Source: an optimization exercise on an open RTL-to-GDS flow (aim: small area, a short achievable clock period and few clock cycles per item). Production flows keep margins and buffers that such runs may drop.
Function was checked by simulation only, so behaviour that the tests miss may differ from the original.

==> inputs of build 22 <==
==> flow/design.v <==
package fpa_pkg;
	typedef enum logic [3:0] {
		CMD_INT2FIX = 4'd0,
		CMD_TRUNC   = 4'd1,
		CMD_ROUND   = 4'd2,
		CMD_ADD     = 4'd3,
		CMD_SUB     = 4'd4,
		CMD_ADDINT  = 4'd5,
		CMD_SUBINT  = 4'd6,
		CMD_MUL     = 4'd7,
		CMD_MULINT  = 4'd8,
		CMD_DIV     = 4'd9,
		CMD_DIVINT  = 4'd10
	} cmd_t;
	typedef struct packed {
		logic [3:0]         cmd;
		logic signed [31:0] operand_a;
		logic signed [31:0] operand_b;
	} req_t;
	typedef struct packed {
		logic signed [31:0] value_out;
		logic               divide_by_zero;
	} rsp_t;
	typedef struct packed {
		logic valid;
		logic mul_op;
		logic mulint_op;
		logic div_op;
		logic dz;
		logic neg;
	} ctl_t;
endpackage
module fpa_alu (
	input  logic        clk,
	input  logic        arst_n,
	input  logic        req_valid,
	output logic        req_stall,
	input  logic [3:0]  req_cmd,
	input  logic [31:0] req_a,
	input  logic [31:0] req_b,
	output logic        rsp_valid,
	input  logic        rsp_stall,
	output logic [31:0] rsp_value,
	output logic        rsp_dz
);
	function automatic logic [5:0] bitlen(input logic [30:0] x);
		bitlen = 6'd0;
		for (int i = 0; i < 31; i++)
			if (x[i]) bitlen = 6'(i + 1);
	endfunction
	function automatic logic [91:0] csa(input logic [45:0] x, input logic [45:0] y, input logic [45:0] z);
		csa = {x ^ y ^ z, ((x & y) | (x & z) | (y & z)) << 1};
	endfunction
	logic        i_v;
	logic [3:0]  i_cmd;
	logic [31:0] i_a;
	logic [31:0] i_b;
	logic [5:0]  i_bla;       
	logic [5:0]  i_blb;       
	logic        p_v;
	logic        p_mul;       
	logic        p_frac;      
	logic        p_div;       
	logic        p_simple;
	logic        p_neg;
	logic        p_cin;
	logic        p_dz;
	logic        p_zq;        
	logic [5:0]  p_rs;        
	logic [5:0]  p_cnt;       
	logic [31:0] p_val;
	logic [31:0] p_d;
	logic        x_v;
	logic        x_done;
	logic        x_mul;
	logic        x_frac;
	logic        x_div;
	logic        x_simple;
	logic        x_neg;
	logic        x_cin;
	logic        x_dz;
	logic [5:0]  x_cnt;
	logic [45:0] x_s;         
	logic [45:0] x_c;         
	logic [45:0] x_n;
	logic [31:0] x_d;
	logic        o_v;
	logic [31:0] o_val;
	logic        o_dz;
	logic        s_v;
	logic [31:0] s_val;
	logic        s_dz;
	logic x_adv, x_accept, p_ready, p_accept, i_ready, deliver;
	assign x_adv     = x_v && x_done && !s_v;
	assign x_accept  = p_v && (!x_v || x_adv);
	assign p_ready   = !p_v || x_accept;
	assign p_accept  = i_v && p_ready;
	assign i_ready   = !i_v || p_accept;
	assign req_stall = !i_ready;
	assign deliver   = o_v && !rsp_stall;
	assign rsp_valid = o_v;
	assign rsp_value = o_val;
	assign rsp_dz    = o_dz;
	always_ff @(posedge clk or negedge arst_n) begin
		if (!arst_n) i_v <= 1'b0;
		else if (i_ready) i_v <= req_valid;
	end
	always_ff @(posedge clk) begin
		if (i_ready) begin
			i_cmd <= req_cmd;
			i_a   <= req_a;
			i_b   <= req_b;
			i_bla <= bitlen(req_a[30:0] ^ {31{req_a[31]}});
			i_blb <= bitlen(req_b[30:0] ^ {31{req_b[31]}});
		end
	end
	logic        c_mul, c_mulint, c_div, c_divint, b_zero, c_engine;
	logic        inc, sub, sh;
	logic [31:0] addend, op_a, op_b;
	logic [31:0] a_mag, b_mag;
	logic [5:0]  la, lb_lo;
	logic        a_small;
	assign c_mul    = (i_cmd == 4'd7);
	assign c_mulint = (i_cmd == 4'd8);
	assign c_div    = (i_cmd == 4'd9);
	assign c_divint = (i_cmd == 4'd10);
	assign b_zero   = (i_b == 32'd0);
	assign c_engine = c_mul || c_mulint || ((c_div || c_divint) && !b_zero);
	assign inc    = (i_cmd == 4'd1) ? (i_a[31] && (i_a[13:0] != 14'd0))
	                                : (i_a[13] && (!i_a[31] || (i_a[12:0] != 13'd0)));
	assign sub    = (i_cmd == 4'd4) || (i_cmd == 4'd6);
	assign sh     = (i_cmd == 4'd5) || (i_cmd == 4'd6);
	assign addend = sh ? {i_b[17:0], 14'd0} : i_b;
	always_comb begin
		op_a = 32'd0;
		op_b = 32'd0;
		case (i_cmd)
			4'd0:       op_a = {i_b[17:0], 14'd0};
			4'd1, 4'd2: op_a = {{14{i_a[31]}}, i_a[31:14]};
			4'd3, 4'd4, 4'd5, 4'd6: begin
				op_a = i_a;
				op_b = sub ? ~addend : addend;
			end
			default: ;
		endcase
	end
	logic [5:0]  bl_a, bl_b, ls;
	logic [3:0]  lr4;
	logic [7:0]  m;
	logic [5:0]  m_e;
	assign a_mag = i_a[31] ? (~i_a + 32'd1) : i_a;
	assign b_mag = i_b[31] ? (~i_b + 32'd1) : i_b;
	assign la      = bl_a + {5'd0, i_a[31]};
	assign bl_b    = i_blb;
	assign lb_lo   = {bl_b[5:1], bl_b[0] || (bl_b == 6'd0)};
	assign bl_a    = i_bla;
	assign a_small = (bl_a <= bl_b);
	assign ls      = a_small ? bl_a : bl_b;
	assign lr4     = {1'b0, ls[4:2]} + 4'd1;
	assign m       = {2'b00, la} + (c_div ? 8'd15 : 8'd1) - {2'b00, lb_lo};
	assign m_e     = m[5:0] + {5'd0, m[0]};
	always_ff @(posedge clk or negedge arst_n) begin
		if (!arst_n) p_v <= 1'b0;
		else if (p_ready) p_v <= i_v;
	end
	always_ff @(posedge clk) begin
		if (p_ready) begin
			p_mul    <= c_mul || c_mulint;
			p_frac   <= c_mul || c_div;
			p_div    <= (c_div || c_divint) && !b_zero;
			p_simple <= !c_engine;
			p_neg    <= c_engine && (i_a[31] ^ i_b[31]);
			p_cin    <= c_engine ? (i_a[31] ^ i_b[31]) : (((i_cmd == 4'd1) || (i_cmd == 4'd2)) ? inc : sub);
			p_dz     <= (c_div || c_divint) && b_zero;
			p_zq     <= m[7] || (m == 8'd0);
			if (c_mul || c_mulint) begin
				p_rs  <= {lr4, 2'd0};
				p_cnt <= {2'd0, lr4} + 6'd1;
				p_val <= a_small ? a_mag : b_mag;
				p_d   <= a_small ? b_mag : a_mag;
			end else if (c_engine) begin
				p_rs  <= m_e;
				p_cnt <= {1'b0, m_e[5:1]};
				p_val <= a_mag;
				p_d   <= b_mag;
			end else begin
				p_rs  <= m[5:0];
				p_cnt <= m[5:0];
				p_val <= op_a;
				p_d   <= op_b;
			end
		end
	end
	logic [45:0] rot_in, rot, himask;
	assign rot_in = (p_frac && !p_mul) ? {p_val, 14'd0} : {14'd0, p_val};
	always_comb begin
		rot = rot_in;
		for (int k = 0; k < 6; k++)
			if (p_rs[k]) rot = (rot >> (1 << k)) | (rot << (46 - (1 << k)));
	end
	always_comb begin
		for (int k = 0; k < 46; k++)
			himask[k] = (k >= 46 - p_rs);
	end
	logic [33:0] s2;
	logic [34:0] t1, t2, t3;
	logic [1:0]  qd;
	logic [31:0] r2;
	logic [45:0] pp0, pp1, pp2, pp3, ms1, mc1, ms2, mc2, ms3, mc3, ms4, mc4;
	logic [45:0] psum;
	assign s2 = {x_s[31:0], x_n[45:44]};
	assign t1 = {1'b0, s2} - {3'b000, x_d};
	assign t2 = {1'b0, s2} - {2'b00, x_d, 1'b0};
	assign t3 = {1'b0, s2} - {1'b0, x_c[33:0]};
	always_comb begin
		if (!t3[34])      begin r2 = t3[31:0]; qd = 2'd3; end
		else if (!t2[34]) begin r2 = t2[31:0]; qd = 2'd2; end
		else if (!t1[34]) begin r2 = t1[31:0]; qd = 2'd1; end
		else              begin r2 = s2[31:0]; qd = 2'd0; end
	end
	assign pp0 = {14'd0, x_d & {32{x_n[42]}}};
	assign pp1 = {13'd0, x_d & {32{x_n[43]}}, 1'd0};
	assign pp2 = {12'd0, x_d & {32{x_n[44]}}, 2'd0};
	assign pp3 = {11'd0, x_d & {32{x_n[45]}}, 3'd0};
	assign {ms1, mc1} = csa(pp0, pp1, pp2);
	assign {ms2, mc2} = csa(pp3, {x_s[41:0], 4'd0}, {x_c[41:0], 4'd0});
	assign {ms3, mc3} = csa(ms1, mc1, ms2);
	assign {ms4, mc4} = csa(ms3, mc3, mc2);
	assign psum = x_s + x_c;
	always_ff @(posedge clk or negedge arst_n) begin
		if (!arst_n) begin
			x_v    <= 1'b0;
			x_done <= 1'b0;
		end else if (x_accept) begin
			x_v    <= 1'b1;
			x_done <= p_simple || (!p_mul && p_zq);
		end else if (x_adv) begin
			x_v    <= 1'b0;
		end else if (x_v && !x_done) begin
			x_done <= (x_cnt == 6'd1);
		end
	end
	always_ff @(posedge clk) begin
		if (x_accept) begin
			x_mul    <= p_mul;
			x_frac   <= p_frac;
			x_div    <= p_div;
			x_simple <= p_simple;
			x_neg    <= p_neg;
			x_cin    <= p_cin;
			x_dz     <= p_dz;
			x_cnt    <= p_cnt;
			x_d      <= p_d;
			x_c      <= p_div ? {12'd0, {2'b00, p_d} + {1'b0, p_d, 1'b0}} : 46'd0;
			if (p_mul) begin
				x_s <= 46'd0;
				x_n <= rot;
			end else if (p_div) begin
				x_s <= {14'd0, rot[31:0] & ~himask[31:0]};
				x_n <= rot & himask & {46{!p_zq}};
			end else begin
				x_s <= {14'd0, p_val};
			end
		end else if (x_v && !x_done) begin
			x_cnt <= x_cnt - 6'd1;
			if (x_mul) begin
				if (x_cnt == 6'd1) begin
					x_s <= psum;
				end else begin
					x_s <= ms4;
					x_c <= mc4;
					x_n <= {x_n[41:0], 4'd0};
				end
			end else begin
				x_s <= {14'd0, r2};
				x_n <= {x_n[43:0], qd};
			end
		end
	end
	logic [31:0] xval, xres;
	always_comb begin
		if (x_mul)      xval = x_frac ? x_s[45:14] : x_s[31:0];
		else if (x_div) xval = x_n[31:0];
		else            xval = x_s[31:0];
	end
	assign xres = (xval ^ {32{x_neg}}) + (x_d & {32{x_simple}}) + {31'd0, x_cin};
	always_ff @(posedge clk or negedge arst_n) begin
		if (!arst_n) begin
			o_v <= 1'b0;
			s_v <= 1'b0;
		end else begin
			if (!o_v || deliver) o_v <= s_v || x_adv;
			if (s_v) begin
				if (!o_v || deliver) s_v <= 1'b0;
			end else if (x_adv && o_v && !deliver) begin
				s_v <= 1'b1;
			end
		end
	end
	always_ff @(posedge clk) begin
		if (!o_v || deliver) begin
			o_val <= s_v ? s_val : xres;
			o_dz  <= s_v ? s_dz  : x_dz;
		end
		if (!s_v) begin
			s_val <= xres;
			s_dz  <= x_dz;
		end
	end
endmodule
==> flow/run.sh <==
#!/bin/bash
# synth_recipe.tcl (not shown) runs the flow's synth.tcl, then flattens the netlist and writes it again
# the make line also repeats each setting of config.mk as NAME=value (left out here)
make -C /OpenROAD-flow-scripts/flow DESIGN_CONFIG=/design/flow/config.mk WORK_HOME=/design/flow/orfs CLKGATE_MAP_FILE= SYNTH_SCRIPT=/design/flow/synth_recipe.tcl finish
==> flow/config.mk <==
export PLATFORM = sky130hd
export DESIGN_NAME = fpa_alu
export DESIGN_NICKNAME = fpa_alu
export VERILOG_FILES = /design/flow/design.v
export SDC_FILE = /design/flow/constraint.sdc
export NUM_CORES = 4
export LEC_CHECK = 0
export ABC_CLOCK_PERIOD_IN_PS = 3000
export CAP_MARGIN = 20
export CORE_MARGIN = 2
export CORE_UTILIZATION = 40
export SETUP_SLACK_MARGIN = 5
export SLEW_MARGIN = 20
==> flow/constraint.sdc <==
create_clock -name core_clock -period 10.0 [get_ports {clk}]
set_input_delay 2.0000 -clock core_clock [delete_from_list [all_inputs] [get_ports {clk}]]
set_output_delay 2.0000 -clock core_clock [all_outputs]
set_load 0.01 [all_outputs]
==> inputs of build 84, as changes to build 22 <==
==> flow/flow/run.sh (new file) <==
#!/bin/bash
set -euo pipefail
MARGIN=6.3
sed "s/SETUP_SLACK_MARGIN=[0-9.]*/SETUP_SLACK_MARGIN=$MARGIN/" standard.sh > standard_margin.sh
bash standard_margin.sh > standard.log 2>&1
==> flow/standard.sh (new file) <==
#!/bin/bash
# synth_recipe.tcl (not shown) runs the flow's synth.tcl, then flattens the netlist and writes it again
# the make line also repeats each setting of config.mk as NAME=value (left out here)
make -C /OpenROAD-flow-scripts/flow DESIGN_CONFIG=/design/flow/config.mk WORK_HOME=/design/flow/orfs CLKGATE_MAP_FILE= SYNTH_SCRIPT=/design/flow/synth_recipe.tcl "${@:-finish}"
removed: flow/run.sh
==> inputs of trial 39, as changes to build 22 <==
==> flow/design.v, changed modules only <==
module fpa_alu (
	input  logic        clk,
	input  logic        arst_n,
	input  logic        req_valid,
	output logic        req_stall,
	input  logic [3:0]  req_cmd,
	input  logic [31:0] req_a,
	input  logic [31:0] req_b,
	output logic        rsp_valid,
	input  logic        rsp_stall,
	output logic [31:0] rsp_value,
	output logic        rsp_dz
);
	function automatic logic [5:0] bitlen(input logic [30:0] x);
		bitlen = 6'd0;
		for (int i = 0; i < 31; i++)
			if (x[i]) bitlen = 6'(i + 1);
	endfunction
	function automatic logic [91:0] csa(input logic [45:0] x, input logic [45:0] y, input logic [45:0] z);
		csa = {x ^ y ^ z, ((x & y) | (x & z) | (y & z)) << 1};
	endfunction
	logic        i_v;
	logic [3:0]  i_cmd;
	logic [31:0] i_a;
	logic [31:0] i_b;
	logic [5:0]  i_bla;       
	logic [5:0]  i_blb;       
	logic        p_v;
	logic        p_mul;       
	logic        p_frac;      
	logic        p_div;       
	logic        p_simple;
	logic        p_neg;
	logic        p_cin;
	logic        p_dz;
	logic        p_zq;        
	logic [5:0]  p_rs;        
	logic [5:0]  p_cnt;       
	logic [31:0] p_val;
	logic [31:0] p_d;
	logic        x_v;
	logic        x_pass;      
	logic        x_last;      
	logic        x_mul;
	logic        x_frac;
	logic        x_div;
	logic        x_simple;
	logic        x_neg;
	logic        x_cin;
	logic        x_dz;
	logic [5:0]  x_cnt;
	logic [45:0] x_s;         
	logic [45:0] x_c;         
	logic [45:0] x_n;
	logic [31:0] x_d;
	logic        r_v;
	logic [31:0] r_val;
	logic        r_neg;
	logic        r_dz;
	logic        o_v;
	logic [31:0] o_val;
	logic        o_dz;
	logic        s_v;
	logic [31:0] s_val;
	logic        s_dz;
	logic x_fin, r_adv, r_ready, x_adv, x_accept, p_ready, p_accept, i_ready, deliver;
	assign x_fin     = x_v && x_last;
	assign r_adv     = r_v && !s_v;
	assign r_ready   = !r_v || r_adv;
	assign x_adv     = x_fin && r_ready;
	assign x_accept  = p_v && (!x_v || x_adv);
	assign p_ready   = !p_v || x_accept;
	assign p_accept  = i_v && p_ready;
	assign i_ready   = !i_v || p_accept;
	assign req_stall = !i_ready;
	assign deliver   = o_v && !rsp_stall;
	assign rsp_valid = o_v;
	assign rsp_value = o_val;
	assign rsp_dz    = o_dz;
	always_ff @(posedge clk or negedge arst_n) begin
		if (!arst_n) i_v <= 1'b0;
		else if (i_ready) i_v <= req_valid;
	end
	always_ff @(posedge clk) begin
		if (i_ready) begin
			i_cmd <= req_cmd;
			i_a   <= req_a;
			i_b   <= req_b;
			i_bla <= bitlen(req_a[30:0] ^ {31{req_a[31]}});
			i_blb <= bitlen(req_b[30:0] ^ {31{req_b[31]}});
		end
	end
	logic        c_mul, c_mulint, c_div, c_divint, b_zero, c_engine;
	logic        inc, sub, sh;
	logic [31:0] addend, op_a, op_b;
	logic [31:0] a_mag, b_mag;
	logic [5:0]  la, lb_lo;
	logic        a_small;
	assign c_mul    = (i_cmd == 4'd7);
	assign c_mulint = (i_cmd == 4'd8);
	assign c_div    = (i_cmd == 4'd9);
	assign c_divint = (i_cmd == 4'd10);
	assign b_zero   = (i_b == 32'd0);
	assign c_engine = c_mul || c_mulint || ((c_div || c_divint) && !b_zero);
	assign inc    = (i_cmd == 4'd1) ? (i_a[31] && (i_a[13:0] != 14'd0))
	                                : (i_a[13] && (!i_a[31] || (i_a[12:0] != 13'd0)));
	assign sub    = (i_cmd == 4'd4) || (i_cmd == 4'd6);
	assign sh     = (i_cmd == 4'd5) || (i_cmd == 4'd6);
	assign addend = sh ? {i_b[17:0], 14'd0} : i_b;
	always_comb begin
		op_a = 32'd0;
		op_b = 32'd0;
		case (i_cmd)
			4'd0:       op_a = {i_b[17:0], 14'd0};
			4'd1, 4'd2: op_a = {{14{i_a[31]}}, i_a[31:14]};
			4'd3, 4'd4, 4'd5, 4'd6: begin
				op_a = i_a;
				op_b = sub ? ~addend : addend;
			end
			default: ;
		endcase
	end
	logic [5:0]  bl_a, bl_b, ls;
	logic [2:0]  lr8;
	logic [7:0]  m;
	logic [5:0]  m_e;
	assign a_mag = i_a[31] ? (~i_a + 32'd1) : i_a;
	assign b_mag = i_b[31] ? (~i_b + 32'd1) : i_b;
	assign la      = bl_a + {5'd0, i_a[31]};
	assign bl_b    = i_blb;
	assign lb_lo   = {bl_b[5:1], bl_b[0] || (bl_b == 6'd0)};
	assign bl_a    = i_bla;
	assign a_small = (bl_a <= bl_b);
	assign ls      = a_small ? la : (bl_b + {5'd0, i_b[31]});
	assign lr8     = {1'b0, ls[5:3]} + 3'd1;
	assign m       = {2'b00, la} + (c_div ? 8'd15 : 8'd1) - {2'b00, lb_lo};
	assign m_e     = m[5:0] + {5'd0, m[0]};
	always_ff @(posedge clk or negedge arst_n) begin
		if (!arst_n) p_v <= 1'b0;
		else if (p_ready) p_v <= i_v;
	end
	always_ff @(posedge clk) begin
		if (p_ready) begin
			p_mul    <= c_mul || c_mulint;
			p_frac   <= c_mul || c_div;
			p_div    <= (c_div || c_divint) && !b_zero;
			p_simple <= !c_engine;
			p_neg    <= c_engine && (i_a[31] ^ i_b[31]);
			p_cin    <= c_engine ? (i_a[31] ^ i_b[31]) : (((i_cmd == 4'd1) || (i_cmd == 4'd2)) ? inc : sub);
			p_dz     <= (c_div || c_divint) && b_zero;
			p_zq     <= m[7] || (m == 8'd0);
			if (c_mul || c_mulint) begin
				p_rs  <= {lr8, 3'd0};
				p_cnt <= {3'd0, lr8} + 6'd1;
				p_val <= a_small ? a_mag : b_mag;
				p_d   <= a_small ? b_mag : a_mag;
			end else if (c_engine) begin
				p_rs  <= m_e;
				p_cnt <= {1'b0, m_e[5:1]};
				p_val <= a_mag;
				p_d   <= b_mag;
			end else begin
				p_rs  <= m[5:0];
				p_cnt <= m[5:0];
				p_val <= op_a;
				p_d   <= op_b;
			end
		end
	end
	logic [45:0] rot_in, rot, himask;
	assign rot_in = (p_frac && !p_mul) ? {p_val, 14'd0} : {14'd0, p_val};
	always_comb begin
		rot = rot_in;
		for (int k = 0; k < 6; k++)
			if (p_rs[k]) rot = (rot >> (1 << k)) | (rot << (46 - (1 << k)));
	end
	always_comb begin
		for (int k = 0; k < 46; k++)
			himask[k] = (k >= 46 - p_rs);
	end
	logic [33:0] s2;
	logic [34:0] t1, t2, t3;
	logic [1:0]  qd;
	logic [31:0] r2;
	logic [45:0] pp [4];
	logic [45:0] a1, b1, a2, b2, c1, d1, ms, mc;
	logic [45:0] psum;
	assign s2 = {x_s[31:0], x_n[45:44]};
	assign t1 = {1'b0, s2} - {3'b000, x_d};
	assign t2 = {1'b0, s2} - {2'b00, x_d, 1'b0};
	assign t3 = {1'b0, s2} - {1'b0, x_c[33:0]};
	always_comb begin
		if (!t3[34])      begin r2 = t3[31:0]; qd = 2'd3; end
		else if (!t2[34]) begin r2 = t2[31:0]; qd = 2'd2; end
		else if (!t1[34]) begin r2 = t1[31:0]; qd = 2'd1; end
		else              begin r2 = s2[31:0]; qd = 2'd0; end
	end
	logic [3:0]  bneg;
	logic [45:0] cin8;
	for (genvar j = 0; j < 4; j++) begin : g_pp
		logic b2, b1, b0, one, two;
		logic [32:0] mag;
		assign b2   = x_n[39 + 2*j];
		assign b1   = x_n[38 + 2*j];
		assign b0   = x_n[37 + 2*j];
		assign one  = b1 ^ b0;
		assign two  = (b2 & !b1 & !b0) | (!b2 & b1 & b0);
		assign bneg[j] = b2 & !(b1 & b0);
		assign mag  = ({1'b0, x_d} & {33{one}}) | ({x_d, 1'b0} & {33{two}});
		assign pp[j] = {{13{bneg[j]}}, mag ^ {33{bneg[j]}}} << (2*j);
	end
	assign cin8 = {x_c[37:0], 1'b0, bneg[3], 1'b0, bneg[2], 1'b0, bneg[1], 1'b0, bneg[0]};
	assign {a1, b1} = csa(pp[0], pp[1], pp[2]);
	assign {a2, b2} = csa(pp[3], {x_s[37:0], 8'd0}, cin8);
	assign {c1, d1} = csa(a1, b1, a2);
	assign {ms, mc} = csa(c1, d1, b2);
	assign psum = x_s + x_c;
	always_ff @(posedge clk or negedge arst_n) begin
		if (!arst_n) x_v <= 1'b0;
		else if (x_accept) x_v <= 1'b1;
		else if (x_adv) x_v <= 1'b0;
	end
	always_ff @(posedge clk) begin
		if (x_accept) begin
			x_mul    <= p_mul;
			x_frac   <= p_frac;
			x_div    <= p_div;
			x_simple <= p_simple;
			x_neg    <= p_neg;
			x_cin    <= p_cin;
			x_dz     <= p_dz;
			x_cnt    <= p_cnt;
			x_pass   <= p_simple || (!p_mul && p_zq);
			x_last   <= p_simple || (!p_mul && p_zq) || (p_cnt == 6'd1);
			x_d      <= p_d;
			x_c      <= p_div ? {12'd0, {2'b00, p_d} + {1'b0, p_d, 1'b0}} : 46'd0;
			if (p_mul) begin
				x_s <= 46'd0;
				x_n <= rot;
			end else if (p_div) begin
				x_s <= {14'd0, rot[31:0] & ~himask[31:0]};
				x_n <= rot & himask & {46{!p_zq}};
			end else begin
				x_s <= {14'd0, p_val};
			end
		end else if (x_v && !x_fin) begin
			x_cnt  <= x_cnt - 6'd1;
			x_last <= (x_cnt == 6'd2);
			if (x_mul) begin
				x_s <= ms;
				x_c <= mc;
				x_n <= {x_n[37:0], 8'd0};
			end else begin
				x_s <= {14'd0, r2};
				x_n <= {x_n[43:0], qd};
			end
		end
	end
	logic [31:0] xsum, rres;
	assign xsum = x_s[31:0] + x_d + {31'd0, x_cin};
	always_ff @(posedge clk or negedge arst_n) begin
		if (!arst_n) r_v <= 1'b0;
		else if (r_ready) r_v <= x_fin;
	end
	always_ff @(posedge clk) begin
		if (r_ready) begin
			r_neg <= x_neg;
			r_dz  <= x_dz;
			if (x_simple)    r_val <= xsum;
			else if (x_mul)  r_val <= x_frac ? psum[45:14] : psum[31:0];
			else if (x_pass) r_val <= x_n[31:0];
			else             r_val <= {x_n[29:0], qd};
		end
	end
	assign rres = r_neg ? (~r_val + 32'd1) : r_val;
	always_ff @(posedge clk or negedge arst_n) begin
		if (!arst_n) begin
			o_v <= 1'b0;
			s_v <= 1'b0;
		end else begin
			if (!o_v || deliver) o_v <= s_v || r_adv;
			if (s_v) begin
				if (!o_v || deliver) s_v <= 1'b0;
			end else if (r_adv && o_v && !deliver) begin
				s_v <= 1'b1;
			end
		end
	end
	always_ff @(posedge clk) begin
		if (!o_v || deliver) begin
			o_val <= s_v ? s_val : rres;
			o_dz  <= s_v ? s_dz  : r_dz;
		end
		if (!s_v) begin
			s_val <= rres;
			s_dz  <= r_dz;
		end
	end
endmodule
==> flow/flow/run.sh (new file) <==
#!/bin/bash
set -euo pipefail
MARGIN=6.3
sed "s/SETUP_SLACK_MARGIN=[0-9.]*/SETUP_SLACK_MARGIN=$MARGIN/" standard.sh > standard_margin.sh
bash standard_margin.sh > standard.log 2>&1
==> flow/standard.sh (new file) <==
#!/bin/bash
# synth_recipe.tcl (not shown) runs the flow's synth.tcl, then flattens the netlist and writes it again
# the make line also repeats each setting of config.mk as NAME=value (left out here)
make -C /OpenROAD-flow-scripts/flow DESIGN_CONFIG=/design/flow/config.mk WORK_HOME=/design/flow/orfs CLKGATE_MAP_FILE= SYNTH_SCRIPT=/design/flow/synth_recipe.tcl "${@:-finish}"
removed: flow/run.sh
==> run notes <==
* Critical-path top delay cell: a222oi_1
* Simple-Gate Fraction of Synth Area at 12.8%
* Run status: complete, no violations
* Post-Synth Adder-Cell Area at between 10% and 20%
* GPL Wtd Cong at 1.06
* Setup ws final at 5.88 ns
* Antenna violations before repair at 7
* Layout Cells excl Fill at 6934
* Met3 wire length at 18800 um
* Critical Path Sink: x_s[22]
* Fraction of area in multi-input gates at 58.2%
* Syn Area/Cell at approximately 8.9 um^2
* Layout cells sized above 1 at 20.9%
* First-pass GRT wire length at ~290000 um
* Crit. path cell count at 12
* Crit path DAT at 4.53 ns
* Postcts setup bufs at 199
* Total core area at 113000 um^2
* Commonest cells post-synth: 413 x edfxtp_1, 404 x o21ai_0, 388 x nand2_1
the above is filed under trial 39

==> run notes <==
* Postcts setup bufs at 160
* Setup ws final at 5.99 ns
* Layout cells sized above 1 at 16.7%
* Critical-path top delay cell: a222oi_1
* Run status: complete, no violations
* Met3 wire length at 18400 um
* Commonest cells post-synth: 445 x nand2_1, 378 x edfxtp_1, 355 x a21oi_1
* Antenna violations before repair at 14
* Total core area at 104000 um^2
* First-pass GRT wire length at about 260000 um
the above is filed under build 84

==> run notes <==
* Syn Area/Cell at 8.90 um^2
* Setup ws final at 5.17 ns
* Commonest cells post-synth: 445 x nand2_1, 378 x edfxtp_1, 355 x a21oi_1
* Layout Cells excl Fill at 6146
* Critical Path Sink: x_s[25]
* Post-Synth Adder-Cell Area at 14.3%
* First-pass GRT wire length at about 240000 um
* Simple-Gate Fraction of Synth Area at between 10% and 20%
* Fraction of area in multi-input gates at roughly three fifths
* Run status: complete, no violations
* Antenna violations before repair at 7
the above is filed under build 22

Testbench counts of build 22, summed over its fixed seeds: cycles 21,425, items 7,200.
Testbench counts of build 84, summed over its fixed seeds: cycles 21,425, items 7,200.
Testbench counts of trial 39, summed over its fixed seeds: cycles 16,620, items 7,200.

## what the ideal ports hide
The results above use ideal ports. As a check the final layouts listed here were re-extracted and re-timed, cells and wires unchanged.
Step 1 sets driving cells, clkbuf_16 on the clock port and buf_2 on the other inputs (assumed; they add their load-dependent delay and slew).
Step 2 adds t to the input delays and takes it off the output delays; t is the mean of the earliest and latest rising clock arrival at the registers after step 1. Input paths then give back, and output paths get back, about the clock's delay inside the block.
Three values: no drivers, after step 1, after step 2; two values: the first two.
run | shift t [ns] | setup slack, ns | worst data-port slew with drivers (ns) | cell pins on the clock port's net
build 22 | 0.698 | 5.167 / 5.167 / 5.167 | 0.04 | 1
build 84 | 0.712 | 5.986 / 5.986 / 5.746 | 0.05 | 1
trial 39 | 0.736 | 5.881 / 5.881 / 5.670 | 0.05 | 1
After both steps every run listed still meets setup and hold. For build 84, which loses most, drivers alone change the setup slack by 0.000 ns; drivers and shift together by -0.240 ns.
